This is an optimization exercise on Yosys and OpenROAD, whose aim is small area, a short achievable clock period and few clock cycles, not a production implementation.
In this exercise RTL edits were held to simulation tests only and were not proved equivalent to the original.
Power is estimated from default activity; no workload was simulated.

==> design.v <==
`default_nettype none
package cpuPkg;
    typedef logic [31:0] cpuWord;
    typedef logic [4:0] regIndex;
    localparam logic [29:0] resetWord = 30'h2FF0_0000;    
endpackage
`default_nettype wire
`default_nettype none
module alu (
    input cpuPkg::cpuWord a,
    input cpuPkg::cpuWord b,
    input logic sub,
    input logic selSum,
    input logic selAnd,
    input logic selOr,
    input logic selXor,
    input logic selSlt,
    input logic selSltu,
    input logic selShift,
    input logic selB,
    input logic shiftRight,
    input logic shiftArith,
    input logic [4:0] shiftAmount,
    output cpuPkg::cpuWord sum,
    output cpuPkg::cpuWord result
);
    logic [32:0] wide;
    logic carry;
    logic lessSigned;
    cpuPkg::cpuWord shiftIn;
    cpuPkg::cpuWord shifted;
    cpuPkg::cpuWord shiftOut;
    assign wide = {1'b0, a} + {1'b0, sub ? ~b : b} + {32'b0, sub};
    assign sum = wide[31:0];
    assign carry = wide[32];
    assign lessSigned = (a[31] ^ b[31]) ? a[31] : sum[31];
    always_comb begin
        for (int i = 0; i < 32; i++) shiftIn[i] = shiftRight ? b[i] : b[31 - i];
    end
    assign shifted = $signed({shiftArith & b[31], shiftIn}) >>> shiftAmount;
    always_comb begin
        for (int i = 0; i < 32; i++) shiftOut[i] = shiftRight ? shifted[i] : shifted[31 - i];
    end
    assign result = ({32{selSum}} & sum)
                  | ({32{selAnd}} & (a & b))
                  | ({32{selOr}} & (a | b))
                  | ({32{selXor}} & (a ^ b))
                  | {31'b0, (selSlt & lessSigned) | (selSltu & !carry)}
                  | ({32{selShift}} & shiftOut)
                  | ({32{selB}} & b);
endmodule
`default_nettype wire
`default_nettype none
module registerFile (
    input logic clk,
    input logic writeEnable,
    input cpuPkg::regIndex writeIndex,
    input cpuPkg::cpuWord writeData,
    input cpuPkg::regIndex readA,
    input cpuPkg::regIndex readB,
    output cpuPkg::cpuWord dataA,
    output cpuPkg::cpuWord dataB,
    output cpuPkg::cpuWord registerV0
);
    cpuPkg::cpuWord regs [1:31];
    always_ff @(posedge clk) begin
        if (writeEnable && writeIndex != '0) begin
            regs[writeIndex] <= writeData;
        end
    end
    assign dataA = (readA == '0) ? '0 : regs[readA];
    assign dataB = (readB == '0) ? '0 : regs[readB];
    assign registerV0 = regs[2];
endmodule
`default_nettype wire
`default_nettype none
module mipsCpuBus (
    input logic clk,
    input logic reset,
    output logic active,
    output cpuPkg::cpuWord registerV0,
    output cpuPkg::cpuWord address,
    output logic read,
    output logic write,
    output cpuPkg::cpuWord writedata,
    input cpuPkg::cpuWord readdata,
    input logic waitrequest
);
    function automatic logic [31:0] byteSwap(input logic [31:0] value);
        byteSwap = {value[7:0], value[15:8], value[23:16], value[31:24]};
    endfunction
    logic halted;
    logic [29:0] pcF;           
    logic pcFZero;              
    logic [29:0] pcD1;          
    logic arrive;               
    logic redirPend;            
    logic [29:0] redirTgt;
    logic redirTgtZero;
    logic memPending;           
    logic memW;
    logic [29:0] memAddr;
    cpuPkg::cpuWord memData;
    cpuPkg::regIndex mRd;       
    logic dataCycle;            
    cpuPkg::regIndex dRd;
    logic xValid;
    logic xWr;                  
    cpuPkg::regIndex xRd, xRs, xRt;
    logic xBReg;                
    logic xIsLoad, xIsStore, xIsMem;
    logic xIsJr;
    logic xBeq, xBne, xBlez, xBgtz, xBltz, xBgez, xAlways, xIsBr;
    logic xPred;                
    logic xDsF;                 
    logic [29:0] xTgt;
    cpuPkg::cpuWord xA, xB, xS;
    logic xSub, xSelSum, xSelAnd, xSelOr, xSelXor, xSelSlt, xSelSltu, xSelShift, xSelB;
    logic xShR, xShA, xVar;
    logic [4:0] xSa;
    logic drop;                 
    logic fetchEn, fetchAcc;
    assign fetchEn = !halted && !memPending && !pcFZero;
    assign fetchAcc = fetchEn && !waitrequest;
    assign address = {memPending ? memAddr : pcF, 2'b00};
    assign read = memPending ? !memW : fetchEn;
    assign write = memPending && memW;
    assign writedata = byteSwap(memData);
    assign active = !halted;
    cpuPkg::cpuWord ins;
    logic [5:0] op, fn;
    cpuPkg::regIndex rs, rt, rd;
    logic [4:0] sa;
    logic [15:0] imm;
    assign ins = readdata;
    assign op = ins[31:26];
    assign rs = ins[25:21];
    assign rt = ins[20:16];
    assign rd = ins[15:11];
    assign sa = ins[10:6];
    assign fn = ins[5:0];
    assign imm = ins[15:0];
    logic opSpecial, opRegimm, opJ, opJal, opBeq, opBne, opBlez, opBgtz;
    logic opAddiu, opSlti, opSltiu, opAndi, opOri, opXori, opLui, opLw, opSw;
    logic fnShift, fnShiftV, fnJr, fnJalr, fnAddu, fnSubu, fnAnd, fnOr, fnXor, fnSlt, fnSltu;
    assign opSpecial = op == 6'h00;
    assign opRegimm = op == 6'h01;
    assign opJ = op == 6'h02;
    assign opJal = op == 6'h03;
    assign opBeq = op == 6'h04;
    assign opBne = op == 6'h05;
    assign opBlez = op == 6'h06;
    assign opBgtz = op == 6'h07;
    assign opAddiu = op == 6'h09;
    assign opSlti = op == 6'h0A;
    assign opSltiu = op == 6'h0B;
    assign opAndi = op == 6'h0C;
    assign opOri = op == 6'h0D;
    assign opXori = op == 6'h0E;
    assign opLui = op == 6'h0F;
    assign opLw = op == 6'h23;
    assign opSw = op == 6'h2B;
    assign fnShift = opSpecial && fn[5:3] == 3'b000;         
    assign fnShiftV = fnShift && fn[2];
    assign fnJr = opSpecial && fn == 6'h08;
    assign fnJalr = opSpecial && fn == 6'h09;
    assign fnAddu = opSpecial && fn == 6'h21;
    assign fnSubu = opSpecial && fn == 6'h23;
    assign fnAnd = opSpecial && fn == 6'h24;
    assign fnOr = opSpecial && fn == 6'h25;
    assign fnXor = opSpecial && fn == 6'h26;
    assign fnSlt = opSpecial && fn == 6'h2A;
    assign fnSltu = opSpecial && fn == 6'h2B;
    logic dLinkBr, dCondBr, dImmI, dRtype, dLink;
    assign dLinkBr = opRegimm && rt[4];
    assign dCondBr = opRegimm || opBeq || opBne || opBlez || opBgtz;
    assign dImmI = opAddiu || opSlti || opSltiu || opAndi || opOri || opXori || opLui;
    assign dRtype = fnShift || fnAddu || fnSubu || fnAnd || fnOr || fnXor || fnSlt || fnSltu;
    assign dLink = opJal || fnJalr || dLinkBr;
    cpuPkg::regIndex dDest;
    always_comb begin
        if (opJal || dLinkBr) dDest = 5'd31;
        else if (dRtype || fnJalr) dDest = rd;
        else if (dImmI) dDest = rt;
        else dDest = 5'd0;
    end
    logic dJr, jrHaz, dPred;
    assign dJr = fnJr || fnJalr;
    assign jrHaz = (xValid && xIsLoad && xRt == rs) || (memPending && mRd == rs);
    assign dPred = opJ || opJal || (dJr && !jrHaz)
                 || (dCondBr && (opBne ? rs != rt
                                       : (imm[15]
                                          || (opBeq && rs == rt)
                                          || ((opBlez || (opRegimm && rt[0])) && rs == 5'd0))));
    logic [29:0] pcD2, dTgtBJ, dTgt;
    logic dTgtZero;
    assign pcD2 = pcD1 + 30'd1;
    assign dTgtBJ = (opJ || opJal) ? {pcD1[29:26], ins[25:0]} : pcD1 + {{14{imm[15]}}, imm};
    assign dTgt = dJr ? rsVal[31:2] : dTgtBJ;
    assign dTgtZero = dJr && rs == 5'd0;
    cpuPkg::cpuWord rfA, rfB, rsVal, rtVal, xRes, xSum;
    assign rsVal = (xWr && xRd == rs) ? xRes : rfA;
    assign rtVal = (xWr && xRd == rt) ? xRes : rfB;
    cpuPkg::cpuWord immExt, bNext, sNext;
    always_comb begin
        if (opLui) immExt = {imm, 16'b0};
        else if (opAndi || opOri || opXori) immExt = {16'b0, imm};
        else immExt = {{16{imm[15]}}, imm};
    end
    always_comb begin
        if (dImmI || opLw || opSw) bNext = immExt;
        else if (dLink) bNext = {pcD2, 2'b00};
        else if (opBlez || opBgtz) bNext = '0;
        else bNext = rtVal;
    end
    assign sNext = opSw ? rtVal : {pcD2, 2'b00};
    logic hazard, xStall, xAdv, dAdv;
    logic ldNZ;
    assign ldNZ = memPending && mRd != 5'd0;
    assign hazard = ldNZ && (xRs == mRd || xRt == mRd || xRd == mRd);
    assign xStall = dataCycle || hazard;
    assign xAdv = xValid && !xStall && !(xIsMem && memPending && waitrequest);
    assign dAdv = arrive && (!xValid || xAdv);
    assign drop = arrive && xValid && !xAdv;
    logic [4:0] shAmt;
    assign shAmt = xVar ? xA[4:0] : xSa;
    alu arith (
        .a(xA),
        .b(xB),
        .sub(xSub),
        .selSum(xSelSum),
        .selAnd(xSelAnd),
        .selOr(xSelOr),
        .selXor(xSelXor),
        .selSlt(xSelSlt),
        .selSltu(xSelSltu),
        .selShift(xSelShift),
        .selB(xSelB),
        .shiftRight(xShR),
        .shiftArith(xShA),
        .shiftAmount(shAmt),
        .sum(xSum),
        .result(xRes)
    );
    logic eq, taken, xCtl, xCorr;
    logic [29:0] corrAddr;
    assign eq = xA == xB;
    assign taken = (xBeq && eq) || (xBne && !eq) || (xBlez && (xA[31] || eq))
                || (xBgtz && !xA[31] && !eq) || (xBltz && xA[31]) || (xBgez && !xA[31]) || xAlways;
    assign xCtl = xValid && !xStall;
    assign xCorr = xCtl && (xIsJr ? (!xPred || xA[31:2] == '0)
                                  : (xIsBr && (taken != xPred || (xPred && xTgt == '0))));
    assign corrAddr = xIsJr ? xA[31:2] : (taken ? xTgt : xS[31:2]);
    cpuPkg::cpuWord loadData;
    assign loadData = byteSwap(readdata);
    registerFile registers (
        .clk(clk),
        .writeEnable(dataCycle || (xWr && !xStall)),
        .writeIndex(dataCycle ? dRd : xRd),
        .writeData(dataCycle ? loadData : xRes),
        .readA(rs),
        .readB(rt),
        .dataA(rfA),
        .dataB(rfB),
        .registerV0(registerV0)
    );
    logic [29:0] pcFNext;
    logic pcFZeroNext, redirPendNext, kill;
    always_comb begin
        pcFNext = pcF;
        pcFZeroNext = pcFZero;
        redirPendNext = redirPend;
        kill = 1'b0;
        if (xCorr) begin
            if (xDsF || fetchAcc) begin
                pcFNext = corrAddr;
                pcFZeroNext = corrAddr == '0;
                redirPendNext = 1'b0;
                kill = xDsF;
            end else begin
                redirPendNext = 1'b1;
            end
        end else if (drop) begin
            pcFNext = pcD1 - 30'd1;
            pcFZeroNext = 1'b0;
            redirPendNext = 1'b1;
        end else if (fetchAcc) begin
            if (dAdv && dPred) begin
                pcFNext = dTgt;
                pcFZeroNext = dTgtZero;
            end else if (redirPend) begin
                pcFNext = redirTgt;
                pcFZeroNext = redirTgtZero;
                redirPendNext = 1'b0;
            end else begin
                pcFNext = pcF + 30'd1;
                pcFZeroNext = &pcF;
            end
        end else if (dAdv && dPred) begin
            redirPendNext = 1'b1;
        end
    end
    logic memPendingNext, dataCycleNext, haltNext;
    assign memPendingNext = (memPending && waitrequest) || (xAdv && xIsMem);
    assign dataCycleNext = memPending && !memW && !waitrequest;
    assign haltNext = pcFZeroNext && !redirPendNext && !(fetchAcc && !kill) && !drop
                    && !dAdv && !(xValid && !xAdv) && !memPendingNext && !dataCycleNext;
    always_ff @(posedge clk) begin
        if (reset) begin
            pcF <= cpuPkg::resetWord;
            pcFZero <= 1'b0;
            redirPend <= 1'b0;
            arrive <= 1'b0;
            halted <= 1'b0;
            memPending <= 1'b0;
            dataCycle <= 1'b0;
            xValid <= 1'b0;
            xWr <= 1'b0;
        end else begin
            pcF <= pcFNext;
            pcFZero <= pcFZeroNext;
            redirPend <= redirPendNext;
            arrive <= fetchAcc && !kill;
            halted <= halted || haltNext;
            memPending <= memPendingNext;
            dataCycle <= dataCycleNext;
            if (dAdv) begin
                xValid <= 1'b1;
                xWr <= dDest != 5'd0;
            end else if (xAdv) begin
                xValid <= 1'b0;
                xWr <= 1'b0;
            end
        end
    end
    always_ff @(posedge clk) begin
        if (xCorr) begin
            redirTgt <= corrAddr;
            redirTgtZero <= corrAddr == '0;
        end else if (drop) begin
            redirTgt <= pcF;
            redirTgtZero <= pcFZero;
        end else if (!redirPend) begin
            redirTgt <= dTgt;
            redirTgtZero <= dTgtZero;
        end
        if (fetchAcc) pcD1 <= pcF + 30'd1;
        dRd <= mRd;
        if (xAdv && xIsMem) begin
            memAddr <= xSum[31:2];
            memW <= xIsStore;
            memData <= xS;
            mRd <= xIsLoad ? xRt : 5'd0;
        end
    end
    always_ff @(posedge clk) begin
        if (dAdv) begin
            xRd <= dDest;
            xRs <= rs;
            xRt <= rt;
            xBReg <= !(dImmI || opLw || opSw || dLink || opBlez || opBgtz);
            xIsLoad <= opLw;
            xIsStore <= opSw;
            xIsMem <= opLw || opSw;
            xIsJr <= fnJr || fnJalr;
            xBeq <= opBeq;
            xBne <= opBne;
            xBlez <= opBlez;
            xBgtz <= opBgtz;
            xBltz <= opRegimm && !rt[0];
            xBgez <= opRegimm && rt[0];
            xIsBr <= dCondBr || opJ || opJal;
            xAlways <= opJ || opJal;
            xPred <= dPred;
            xDsF <= fetchAcc;
            xTgt <= dTgtBJ;
            xA <= rsVal;
            xB <= bNext;
            xS <= sNext;
            xSub <= fnSubu || fnSlt || fnSltu || opSlti || opSltiu;
            xSelSum <= fnAddu || fnSubu || opAddiu;
            xSelAnd <= fnAnd || opAndi;
            xSelOr <= fnOr || opOri;
            xSelXor <= fnXor || opXori;
            xSelSlt <= fnSlt || opSlti;
            xSelSltu <= fnSltu || opSltiu;
            xSelShift <= fnShift;
            xSelB <= opLui || dLink;
            xShR <= fn[1];
            xShA <= fn[0];
            xVar <= fnShiftV;
            xSa <= sa;
        end else begin
            if (drop) xDsF <= 1'b0;
            else if (xValid) xDsF <= xDsF || fetchAcc;
            if (dataCycle && dRd != 5'd0) begin
                if (xRs == dRd) xA <= loadData;
                if (xRt == dRd && xBReg) xB <= loadData;
                if (xRt == dRd && xIsStore) xS <= loadData;
            end
        end
    end
endmodule
`default_nettype wire
==> flow/run.sh <==
#!/bin/bash
# Standard ORFS layout with three changes to how it is made:
#  - timing repair aims for 5.7 ns of setup slack on every path (below the clock period),
#  - no gate cloning in repair (it left unrepaired high-fanout select nets),
#  - ports are buffered with buf_4 rather than the default delay-cell buffer.
set -euo pipefail
bash standard.sh SETUP_SLACK_MARGIN=5.7 SKIP_GATE_CLONING=1 \
    "BUFFER_PORTS_ARGS=-buffer_cell sky130_fd_sc_hd__buf_4" > standard_flow.log 2>&1
==> standard.sh <==
#!/bin/bash
# synth_recipe.tcl (not shown) runs the flow's synth.tcl, then flattens the netlist and writes it again
# the make line also repeats each setting of config.mk as NAME=value (left out here)
make -C /OpenROAD-flow-scripts/flow DESIGN_CONFIG=/design/flow/config.mk WORK_HOME=/design/flow/orfs CLKGATE_MAP_FILE= SYNTH_SCRIPT=/design/flow/synth_recipe.tcl "${@:-finish}"
==> config.mk <==
export PLATFORM = sky130hd
export DESIGN_NAME = mipsCpuBus
export DESIGN_NICKNAME = mipsCpuBus
export VERILOG_FILES = /design/flow/design.v
export SDC_FILE = /design/flow/constraint.sdc
export NUM_CORES = 4
export LEC_CHECK = 0
export CAP_MARGIN = 20
export CORE_MARGIN = 2
export CORE_UTILIZATION = 55
export SLEW_MARGIN = 20
==> constraint.sdc <==
create_clock -name core_clock -period 10.0 [get_ports {clk}]
set_input_delay 2.0000 -clock core_clock [delete_from_list [all_inputs] [get_ports {clk}]]
set_output_delay 2.0000 -clock core_clock [all_outputs]
set_load 0.01 [all_outputs]
==> results by group, run 1 <==
Run status
  – Run status: finished clean

STA
  – Pins Over Slew Limit: 0
  – Tcrit/Tclk final: 45.7%
  – RSZ-0062 raised after global routing: yes
  – Worst slew pin tran: 1.28 ns
  – Setup TNS: 0 ns
  – Crit path time final: 4.57 ns
  – Final-report setup violation count: 0
  – Fmax: 219 MHz
  – Hold WS: 0.419 ns
  – Final hold violations: 0
  – Skew final: 0.0372 ns
  – Worst slew margin: 14.0%

Floorplan
  – I/O Pins: 134
  – Full die area: 140000 um2
  – Die W: 374 um
  – Core ar.: 136000 um2
  – Initial Util: 55.5%
  – Chip height: 374 um
  – Row cnt: 135

Synthesis
  – Yosys top cell area share: 51.6%
  – Post-Syn Area per Cell: 13.5 um2
  – EDFF count, synth: 1294
  – Synthesized area: 75400 um2
  – Post-Syn Instances: 5597
  – Largest area contributor in the netlist: edfxtp_1
  – Post-synth cell types: 91
  – Ys Warns: 3
  – Most frequent cells after synthesis: 1294 x edfxtp_1, 571 x mux4_2, 401 x nor2_1, 378 x nand2_1, 320 x clkbuf_1
  – Post-synthesis sequential area ratio: 52.7%
  – Top area cells in the synthesized netlist: edfxtp_1 52%, mux4_2 17%, mux2i_1 3.1%
  – Main synth FF type: edfxtp_1
  – Synth async-reset ratio: 0%
  – Synth Register Bits: 1337
  – Top-count cell post-synth: edfxtp_1

Clock network
  – CTS tree: built
  – Clock tree sinks: 1337
  – Clock latency (worst-skew pair): 0.81 ns
  – Cts hold-fix bufs: 0
  – Clock tree buffer depth: 3
  – Total CTS buffers: 146
  – Clk root buf: clkbuf_16
  – Reg clk slew, reported paths: 0.08 ns
  – Max H-tree Level: 4

Power and ir drop
  – Cell area power density: 166 nW/um2
  – Leak: 30.5 nW
  – Max VDD drop: 0.000173 V

Critical path
  – Crit path launch: xSub
  – Crit Reg-Reg Startpoint: xSub
  – CP max FO: 16
  – CP arrival: 5.06 ns
  – Worst EP required: 10.48 ns
  – Setup crit end kind: flip-flop
  – CP Class: flip-flop to flip-flop
  – Startpoint types: flip-flop

Global routing
  – Largest net degree at the start of global routing: 79
  – First-pass GRT wire length: 429000 um
  – Tot GR Track Use: 44.2%
  – Vias in the first global route: 54000
  – Grt total ovfl: 0
  – Antenna violations before repair: 8

Layout
  – Register area: 39700 um2
  – Final net count: 6033
  – Area grow syn2layout: 19.3%
  – Fill cells: 9804
  – Multi-input gate area: 36200 um2
  – Layout cells sized above 1: 31.2%

Placed design
  – RD Place Congestion: 1.06
  – DP HPWL: 199000 um
  – Port Buffers: 131

Hold path
  – Hold WC Path Type: flip-flop to flip-flop
  – Hold path start: xS[0]

Detailed routing
  – Iter 0 DRT Violations: 9982
  – Via Count: 58400
  – Vias per cell: 7.51
  – DRC: 0
  – Antenna Violating Nets Remaining: 0
  – WL/cell: 40.9 um
  – Drt pass-1 iters: 9
  – Routed WL: 318000 um

Run
  – Max-Cap Viols: 0
## sequential cells by signal, summed over array words and instances (netlist names), 5 cells and up
signal          count
xRt                 5
memData            32
xB                 32
xA                 32
memAddr            30
mRd                 5
xTgt               30
pcF                30
xS                 32
xRs                 5
dRd                 5
pcD1               30
redirTgt           30
registers.regs    992
xSa                 5
xRd                 5
## layout make-up
| cell class | count | area share, % |
|---|---|---|
| Tap cell | 1781 | 2.48 |
| Clock inverter | 88 | 1.27 |
| Multi-Input combinational cell | 3674 | 40.3 |
| Antenna cell | 6 | 0.0167 |
| Timing Repair Buffer | 572 | 6.91 |
| Clock buffer | 175 | 4.23 |
| Inverter | 138 | 0.639 |
| Sequential cell | 1337 | 44.2 |
## logic make-up (layout without fill, tap and decap cells)
logic type / count (synthesis) / after routing / synth area share [%]
multiplexers: 883 / 883 / 21.3
flip-flops: 1337 / 1337 / 52.7
AO/OA/AOI/OAI: 1202 / 1202 / 10.8
adder cells (fa/ha/maj): 130 / 130 / 2.17
AND/OR/NAND/NOR: 1260 / 1260 / 7.67
buffers and inverters: 587 / 973 / 3.07
XOR/XNOR: 197 / 197 / 2.29
other: 1 / 8 / 0.00498
## placed cells by master, fill, tap and decap left out, types with 27 or more instances in the layout
master	count
nand2_1	364
nor4_1	43
nand2b_1	28
edfxtp_1	1294
a21oi_1	230
mux2_2	62
buf_16	40
clkbuf_1	27
buf_6	43
mux2i_2	27
xor2_1	107
nor3_1	71
o21ai_0	195
a211oi_1	76
o31ai_1	27
dfxtp_1	41
and2_1	37
nand3_1	120
mux4_2	571
a31oi_1	32
ha_1	119
nand4_1	28
clkinv_1	27
xnor2_1	80
mux2i_1	188
o211ai_1	53
clkbuf_16	148
nor2_1	354
a22oi_1	34
o22ai_1	29
buf_12	67
a21o_1	27
nor2_4	36
a31o_2	28
o21ai_1	37
buf_4	406
inv_1	129
## power breakdown
part           switching [mW]  total, mW  leakage, nW  internal, mW
Combinational            1.79       2.80         16.1          1.02
Clock                    2.36       5.64         2.38          3.28
Sequential              0.143       6.52         11.9          6.38
Total                    4.29       15.0         30.5          10.7
## worst paths after layout
| check | end | slack (ns) | cells past startpoint |
|---|---|---|---|
| setup reg to reg | xB[0] | 5.43 | 16 |
| hold / removal | memData[0] | 0.42 | 0 |
| setup / recovery | xB[0] | 5.43 | 16 |
| hold reg to reg | memData[0] | 0.42 | 0 |
## worst max-delay path, stage by stage (launching register included)
cell and delay (ns):
edfxtp_1 0.42, buf_12 0.17, buf_16 0.17, xor2_1 0.17, ha_1 0.37, a21o_1 0.21
a211o_1 0.26, o32ai_2 0.34, a21oi_4 0.08, buf_4 0.17, a31oi_4 0.24, o21ai_2 0.09
a311oi_2 0.43, a311oi_4 0.10, buf_12 0.17, o22a_1 0.25, o211ai_1 0.62
## metal layers
layer	up-vias	part of all wire, %	track usage (%)
met5	-	0.022	0
met4	4	8.3	29.0
met3	1123	13	11.9
met2	4834	44	65.2
met1	29500	34	58.1
li1	23000	-	-
## timing repair
action,CTS,global route
pin swaps,55,111
resized for setup,351,274
buffers inserted,150,135
endpoints found under the setup margin,1128,1097
hold endpoints to repair,0,0
## metrics by stage
step	cell area [um2]	instances	setup slack (ns)	util [%]	total power, mW
3_3_place_gp	78800	7217	3.67	58.0	8.87
5_1_grt	89900	7766	5.43	66.2	15.2
3_5_place_dp	78800	7217	3.71	58.0	8.88
4_1_cts	87100	7630	5.54	64.1	14.6
6_report	89900	7771	5.43	66.2	15.0
2_1_floorplan	76300	5598	4.99	-	7.94
Testbench counts, summed over its fixed seeds: cycles 66,471.
==> run 2, diff against run 1 <==
==> flow/run.sh (replaced) <==
#!/bin/bash
# Standard ORFS layout with three changes to how it is made:
#  - timing repair aims for 6.1 ns of setup slack on every path (below the clock period),
#  - no gate cloning in repair (it left unrepaired high-fanout select nets),
#  - ports are buffered with buf_4 rather than the default delay-cell buffer.
set -euo pipefail
bash standard.sh SETUP_SLACK_MARGIN=6.1 SKIP_GATE_CLONING=1 \
    "BUFFER_PORTS_ARGS=-buffer_cell sky130_fd_sc_hd__buf_4" > standard_flow.log 2>&1
--- a/config.mk
+++ b/config.mk
@@ -7,5 +7,5 @@
 export LEC_CHECK = 0
 export CAP_MARGIN = 20
 export CORE_MARGIN = 2
-export CORE_UTILIZATION = 55
+export CORE_UTILIZATION = 60
 export SLEW_MARGIN = 20
==> results by group, run 2 <==
Power and ir drop
  – Overall power: 15.3 mW (+2.5%)
  – Cell area power density: 161 nW/um2 (-3.6%)
  – Leak: 32.9 nW (+8.2%)
  – Max VDD drop: 0.000237 V (+37%)

Critical path
  – CP top delay family: simple AND/OR/NAND/NOR gates
  – Setup crit end kind: flip-flop
  – CP max FO: 14 (-2)
  – CP max-delay cell: or4_4
  – Worst EP required: 10.79 ns (+0.31 ns)
  – CP Class: input port to flip-flop
  – Startpoint types: input port
  – Reg-to-reg setup timing slack: 5.50 ns (+0.07 ns)
  – Cell Chain, Critical Path: buf_6 -> or4_4 -> or4_4 -> or4_4 -> clkinv_16 -> a31o_4 -> a41oi_4 -> nand2b_4 -> buf_12 -> mux2i_2 -> a21oi_1 -> a211o_1 -> o32ai_2
  – CP arrival: 5.40 ns (+0.34 ns)
  – Most frequent CP cell: or4_4
  – Crit Reg-Reg Startpoint: pcD1[0]
  – Crit path launch: readdata[27]
  – Worst R2R End: pcF[24]
  – Reg2Reg Depth: 12 (-4)
  – Critical path buffer and inverter count: 3 (-1)
  – Crit-path max cell delay: 0.56 ns (-0.06 ns)

STA
  – Skew final: 0.0737 ns (+0.0365 ns)
  – Tcrit/Tclk final: 46.2% (+0.44 points)
  – Fmax: 217 MHz (-0.95%)
  – Setup TNS: 0 ns (unchanged)
  – Worst slew margin: 17.7% (+3.7 points)
  – Final-report setup violation count: 0 (unchanged)
  – Final hold violations: 0 (unchanged)
  – Crit path time final: 4.62 ns (+0.0439 ns)
  – Pins Over Slew Limit: 0 (unchanged)
  – Worst slew pin tran: 1.23 ns (-0.0541 ns)
  – RSZ-0062 raised after global routing: yes

Synthesis
  – Main synth FF type: edfxtp_1
  – Synth Register Bits: 1337 (unchanged)
  – Top area cells in the synthesized netlist: edfxtp_1 52%, mux4_2 17%, mux2i_1 3.1%
  – EDFF count, synth: 1294 (unchanged)
  – Post-Syn Area per Cell: 13.5 um2 (unchanged)
  – Top-count cell post-synth: edfxtp_1
  – Synth Area in XOR/XNOR: 2.29% (unchanged)
  – Synth async-reset ratio: 0% (unchanged)
  – Post-Syn Instances: 5597 (unchanged)
  – Fraction of the mapped netlist area in adder cells: 2.17% (unchanged)
  – Synthesized area: 75400 um2 (unchanged)
  – Most frequent cells after synthesis: 1294 x edfxtp_1, 571 x mux4_2, 401 x nor2_1, 378 x nand2_1, 320 x clkbuf_1
  – Mux share of post-synthesis cell area: 21.3% (unchanged)
  – Synth Area in Compound Gates: 10.8% (unchanged)
  – Largest family of logic cells by synthesized area: multiplexers
  – Post-synthesis sequential area ratio: 52.7% (unchanged)
  – Post-synth cell types: 91 (unchanged)
  – Ys Warns: 3 (unchanged)
  – Yosys top cell area share: 51.6% (unchanged)
  – Simple-Gate Fraction of Synth Area: 7.67% (unchanged)
  – Largest area contributor in the netlist: edfxtp_1

Detailed routing
  – Vias per cell: 8.03 (+6.9%)
  – Antenna Violating Nets Remaining: 0 (unchanged)
  – Drt pass-1 iters: 12 (+3)
  – WL/cell: 44.0 um (+7.5%)
  – Iter 0 DRT Violations: 13300 (+33%)
  – Routed WL: 348000 um (+9.6%)
  – DRC: 0 (unchanged)
  – Via Count: 63700 (+9.0%)

Placed design
  – DP HPWL: 195000 um (-2.0%)
  – RD Place Congestion: 1.04 (-2.0%)
  – Port Buffers: 131 (unchanged)

Layout
  – Final net count: 6311 (+4.6%)
  – Area grow syn2layout: 26.8%
  – Top reg by flops: registers.regs
  – Commonest non-fill, non-tap cell in the layout: edfxtp_1
  – Layout cells sized above 1: 37.3% (+6.1 points)
  – Max FFs per register: 992 (unchanged)
  – Commonest non-fill, non-tap cells in the layout: 1294 x edfxtp_1, 571 x mux4_2, 443 x buf_4

Run status
  – Run status: finished clean

Run
  – Max-Cap Viols: 0 (unchanged)

Global routing
  – Vias in the first global route: 58300 (+8.0%)
  – Antenna violations before repair: 23 (+15)
  – First-pass GRT wire length: 460000 um (+7.3%)
  – Grt total ovfl: 0 (unchanged)
  – Tot GR Track Use: 52.4% (+8.1 points)
  – Largest net degree at the start of global routing: 70 (-11%)

Clock network
  – Total CTS buffers: 142 (-2.7%)
  – Clock tree sinks: 1337 (unchanged)
  – Clk root buf: clkbuf_16
  – Reg clk slew, reported paths: 0.07 ns (about the same)
  – Max H-tree Level: 4 (unchanged)
  – CTS tree: built
  – Clock latency (worst-skew pair): 0.87 ns (+0.06 ns)
  – Clock tree buffer depth: 3 (unchanged)
  – Cts hold-fix bufs: 0 (unchanged)

Floorplan
  – I/O Pins: 134 (unchanged)
  – Chip height: 358 um (-4.2%)
  – Core ar.: 125000 um2 (-7.9%)
  – Die W: 358 um (-4.2%)
  – Full die area: 128000 um2 (-8.2%)
  – Row cnt: 130 (-3.7%)
  – Initial Util: 60.3% (+4.8 points)

Hold path
  – Hold path endpoint: memData[1]
  – Hold path start: xS[1]
  – Hold Crit Depth: 0 (unchanged)
  – Hold WC Path Type: flip-flop to flip-flop
## run 2: cell counts after synthesis
No cell type changed its count.
## run 2: through the flow
step	setup slack (ns)	utilization (%)	std cells	hold slack [ns]	area [um2]
global route	5.40	76.4	7910	0.446	95500
CTS	5.53	72.9	7694	0.418	91200
finish	5.38	76.4	7923	0.419	95600
floorplan	4.99	-	5598	0.346	77300
detailed placement	3.61	63.0	7075	0.405	78700
global placement	3.61	63.0	7075	0.411	78700
## run 2: what timing repair did
action	in CTS	in global routing
setup endpoints to repair	1486	1575
pin swaps	160	143
gates resized for setup	754	409
setup buffers	365	210
## run 2: kinds of logic (layout without fill, tap and decap cells)
| kind of cell | Yosys count | after routing |
|---|---|---|
| DFF | 1337 | 1337 |
| and+or+nand+nor | 1260 | 1260 |
| AOI/OAI and AO/OA | 1202 | 1202 |
| muxes | 883 | 883 |
| buffers and inverters | 587 | 1246 |
| xor gates and xnor gates | 197 | 197 |
| adders and majority gates | 130 | 130 |
| other | 1 | 18 |
## run 2: worst max path at each step
stage,end,depth (start not counted),slack (ns)
floorplan,halted,13,4.99
global placement,pcF[20],12,3.61
detailed placement,halted,13,3.61
CTS,halted,13,5.53
global route,pcF[15],14,5.40
finish,halted,13,5.38
## run 2: cell type report
| cell class | count | area [um2] |
|---|---|---|
| Multi-Input combinational cell | 3674 | 37900 |
| Antenna cell | 16 | 40.0 |
| Tap cell | 1650 | 2060 |
| Sequential cell | 1337 | 39700 |
| Clock inverter | 72 | 825 |
| Timing Repair Buffer | 854 | 10600 |
| Fill cell | 7299 | 29500 |
| Inverter | 138 | 596 |
| Clock buffer | 182 | 3810 |
## run 2: power breakdown
part / internal, mW / switching, mW / leakage, nW
Clock: 3.01 / 2.44 / 2.25
Combinational: 1.33 / 2.04 / 18.8
Sequential: 6.38 / 0.145 / 11.9
Total: 10.7 / 4.63 / 32.9
## run 2: metal layers
metal	vias up	part of all wire (%)	GRT usage [%]
met1	30800	30	63.9
met2	7243	41	74.6
met4	10	11	42.0
li1	23600	-	-
met5	-	0.055	0
met3	2073	17	20.1

port drivers added, routing unchanged:
How much do the figures lean on ideal ports? The routed layouts below were timed once more, with nothing changed but the port constraints.
Step 1 (the two cells are an assumption about what drives the block):
set clk [get_ports {clk}]
set_driving_cell -lib_cell sky130_fd_sc_hd__clkbuf_16 $clk
set_driving_cell -lib_cell sky130_fd_sc_hd__buf_2 [delete_from_list [all_inputs] $clk]
Step 2 moves the port delays by t, midway between the first and last clock arrival at a register: inputs arrive t later, outputs are due t later. That takes back most of the time a late clock gives input paths.
Three values: ideal, step 1, step 2; two values: the first two.
run	t, ns	slack for setup (ns)	worst register clock-pin slew, ns	cell pins on the clock port's net
run 1	0.883	5.426 / 5.426 / 4.600	0.08 / 0.08	1
run 2	0.922	5.382 / 5.347 / 4.425	0.09 / 0.09	1
After both steps setup and hold are still met in every run listed. The setup slack of run 2, which loses most, moves by -0.035 ns with the drivers and by -0.957 ns with both steps.
